This is an optimization exercise on Yosys and OpenROAD, whose aim is small area, a short achievable clock period and few clock cycles per item, not a production implementation.
The RTL was checked by simulation tests, not by an equivalence proof against the original design.

Design real_mul_arbiter, start of the top module:
module real_mul_arbiter #(
  parameter  int N_REQ = 4,
  localparam int ID_W  = $clog2(N_REQ)
) (
  input  logic                  clk,
  input  logic                  rst,
  input  logic [N_REQ-1:0]      req_valid,
  output logic [N_REQ-1:0]      req_ready,
  input  logic [real_mul_arbiter_pkg::OP_W*N_REQ-1:0] req_op1,
  input  logic [real_mul_arbiter_pkg::OP_W*N_REQ-1:0] req_op2,
  output logic                  rsp_valid,
  input  logic                  rsp_ready,
  output logic [ID_W-1:0]       rsp_id,
  output logic [real_mul_arbiter_pkg::OP_W-1:0] rsp_result,
  output logic                  busy,
  output logic [real_mul_arbiter_pkg::CNT_W-1:0] ops_done
);
clock: 10.5 ns
lec_check: 0
cap_margin: 20
core_margin: 2
core_utilization: 40
cts_buf_list: sky130_fd_sc_hd__clkbuf_4 sky130_fd_sc_hd__clkbuf_8
slew_margin: 20
standard.sh (not shown) runs the stock make flow with config.mk's settings and CLKGATE_MAP_FILE= SYNTH_SCRIPT=/design/flow/synth_recipe.tcl, a recipe that flattens the netlist after the stock synthesis.
==> flow/flow/run.sh <==
#!/bin/bash
# The standard layout (the standard.sh, unchanged synthesis and steps), except that:
# - the port buffers that global placement inserts on every input and output are plain
#   buf_1 cells instead of the delay cells buffer_ports picks by default;
set -euo pipefail
export BUFFER_PORTS_ARGS="-buffer_cell sky130_fd_sc_hd__buf_1"
export SETUP_SLACK_MARGIN=5.8
bash standard.sh > standard_flow.log 2>&1
The starting point went through all stages and came out clean.
Testbench counts at the start, summed over its fixed seeds: cycles 3,224, items 3,200.
Edit:
--- a/flow/flow/run.sh
+++ b/flow/flow/run.sh
@@ -5,4 +5,4 @@
 set -euo pipefail
 export BUFFER_PORTS_ARGS="-buffer_cell sky130_fd_sc_hd__buf_1"
-export SETUP_SLACK_MARGIN=5.8
+export SETUP_SLACK_MARGIN=5.6
 bash standard.sh > standard_flow.log 2>&1
- CORE_UTILIZATION: 40 -> 55
Outcome:
- The changed run passed the timing, design-rule and antenna checks
- core utilization went up by 16 points
- via count goes down by about 0.55%
- non-clock buffer count goes down by 70
- maximum frequency fell by about 0.4%
- final cell count decreases by about 7%
- worst hold slack improves by 0.0057 ns
- design area decreases by 3.7%


run 1:
Another version of the RTL of real_mul_arbiter (not shown whole).
Size: roughly 4700 cells after synthesis, ~270 flip-flops, roughly 610 I/O pins, ~44000 sq um of cells after synthesis.
## real_mul_arbiter
module real_mul_arbiter #(
  parameter  int N_REQ = 4,
  localparam int ID_W  = $clog2(N_REQ)
) (
  input  logic                  clk,
  input  logic                  rst,
  input  logic [N_REQ-1:0]      req_valid,
  output logic [N_REQ-1:0]      req_ready,
  input  logic [real_mul_arbiter_pkg::OP_W*N_REQ-1:0] req_op1,
  input  logic [real_mul_arbiter_pkg::OP_W*N_REQ-1:0] req_op2,
  output logic                  rsp_valid,
  input  logic                  rsp_ready,
  output logic [ID_W-1:0]       rsp_id,
  output logic [real_mul_arbiter_pkg::OP_W-1:0] rsp_result,
  output logic                  busy,
  output logic [real_mul_arbiter_pkg::CNT_W-1:0] ops_done
);
export LEC_CHECK = 0
export CAP_MARGIN = 20
export CORE_MARGIN = 2
export CORE_UTILIZATION = 40
export SETUP_SLACK_MARGIN = 5.0
export SLEW_MARGIN = 20
create_clock -name core_clock -period 10.5 [get_ports {clk}]
==> flow/flow/run.sh <==
#!/bin/bash
# The standard layout (the standard.sh, unchanged synthesis and steps), except that the
# port buffers that global placement inserts on every input and output are plain buf_2 cells
# instead of the delay cells buffer_ports picks by default.
set -euo pipefail
export BUFFER_PORTS_ARGS="-buffer_cell sky130_fd_sc_hd__buf_2"
bash standard.sh > standard_flow.log 2>&1
Testbench counts of run 1, summed over its fixed seeds: cycles 3,216, items 3,200.
[inputs] run 2 vs run 1
Settings: SETUP_SLACK_MARGIN changed from 5.0 to 4.0.
==> flow/run.sh (new file) <==
#!/bin/bash
# synth_recipe.tcl (not shown) runs the flow's synth.tcl, then flattens the netlist and writes it again
# the make line also repeats each setting of config.mk as NAME=value (left out here)
make -C /OpenROAD-flow-scripts/flow DESIGN_CONFIG=/design/flow/config.mk WORK_HOME=/design/flow/orfs CLKGATE_MAP_FILE= SYNTH_SCRIPT=/design/flow/synth_recipe.tcl finish
removed: flow/flow/run.sh
removed: flow/standard.sh
### Flow results
- Run 2 was carried through to the last stage, and its layout satisfied the timing, design-rule and antenna checks.
- Diff run 1 and run 2: shortest period the worst path allows higher in run 2
- Diff run 1 -> run 2: maximum frequency shows a reduction of 4.5%; post-route core utilization shows a reduction of 0.97 points.
- Critical path depth ends up higher on run 1.
Inputs modified between run 2 and run 3:
Settings: SETUP_SLACK_MARGIN no longer set, was 4.0.
Results
- Run 2 → run 3: worst hold slack comparable, final weighted congestion in routability-driven placement up 0.38%.
- Changes observed in run 3 relative to run 2: number of global-route vias before repair now sits at about the same level, final critical path time including I/O delays and setup now sits higher.
- Diff run 2 -> run 3: maximum frequency now sits lower; post-route cell area dropped 2.5%.
The following lists how run 4 was set up differently from run 3:
==> flow/flow/run.sh (new file) <==
#!/bin/bash
# The standard layout (the standard.sh, unchanged synthesis and steps), except that the
# port buffers that global placement inserts on every input and output are plain buf_2 cells
# instead of the delay cells buffer_ports picks by default.
set -euo pipefail
export BUFFER_PORTS_ARGS="-buffer_cell sky130_fd_sc_hd__buf_2"
bash standard.sh > standard_flow.log 2>&1
==> flow/standard.sh (new file) <==
#!/bin/bash
# synth_recipe.tcl (not shown) runs the flow's synth.tcl, then flattens the netlist and writes it again
# the make line also repeats each setting of config.mk as NAME=value (left out here)
make -C /OpenROAD-flow-scripts/flow DESIGN_CONFIG=/design/flow/config.mk WORK_HOME=/design/flow/orfs CLKGATE_MAP_FILE= SYNTH_SCRIPT=/design/flow/synth_recipe.tcl "${@:-finish}"
removed: flow/run.sh
==> comparison <==
Delta(final cell utilization of the core, run 4 - run 3) < 0
In run 4, the global-route wire length before repair came out about 1.1% below the value in run 3.
Relative to run 3, sequential share of layout area has gone up in run 4.
Comparing run 4 with run 3, the placed cell count came out essentially unchanged.
Re number of buffers inserted by hold repair at cts: no difference whatsoever between run 4 and run 3.
Run 4 has more setup slack than run 3.

## afterwards: timing with drivers on the ports
In the flow no input, the clock included, has a driving cell. The finished layouts below were timed again as built, in two steps. Step 1, drivers: a clkbuf_16 drives clk and a buf_2 each remaining input, both assumed. Step 2 moves the port delays by t, midway between the first and last clock arrival at a register: inputs arrive t later, outputs are due t later. That takes back most of the time a late clock gives input paths. Slacks: ideal ports / drivers / drivers and shift; pairs: ideal ports / drivers.
run	t (ns)	setup WS [ns]	worst setup path after step 2	worst register clock-pin slew, ns	worst slew at a driven data input, ns
the first run of note 1	0.786	5.531 / 5.487 / 5.334	input to register	0.08 / 0.08	0.19
the second run of note 1	0.762	5.512 / 5.472 / 5.151	input to register	0.07 / 0.07	0.13
run 1	0.684	4.405 / 4.379 / 4.405	register to register	0.08 / 0.08	0.33
run 2	0.699	4.114 / 4.032 / 4.040	input to register	0.07 / 0.07	0.30
run 3	0.655	2.816 / 2.741 / 3.204	register to register	0.07 / 0.07	0.28
run 4	0.655	3.125 / 3.115 / 3.125	register to register	0.07 / 0.07	0.33
After both steps setup and hold are still met in every run listed. For the second run of note 1, which loses most, drivers alone change the setup slack by -0.040 ns; drivers and shift together by -0.361 ns.
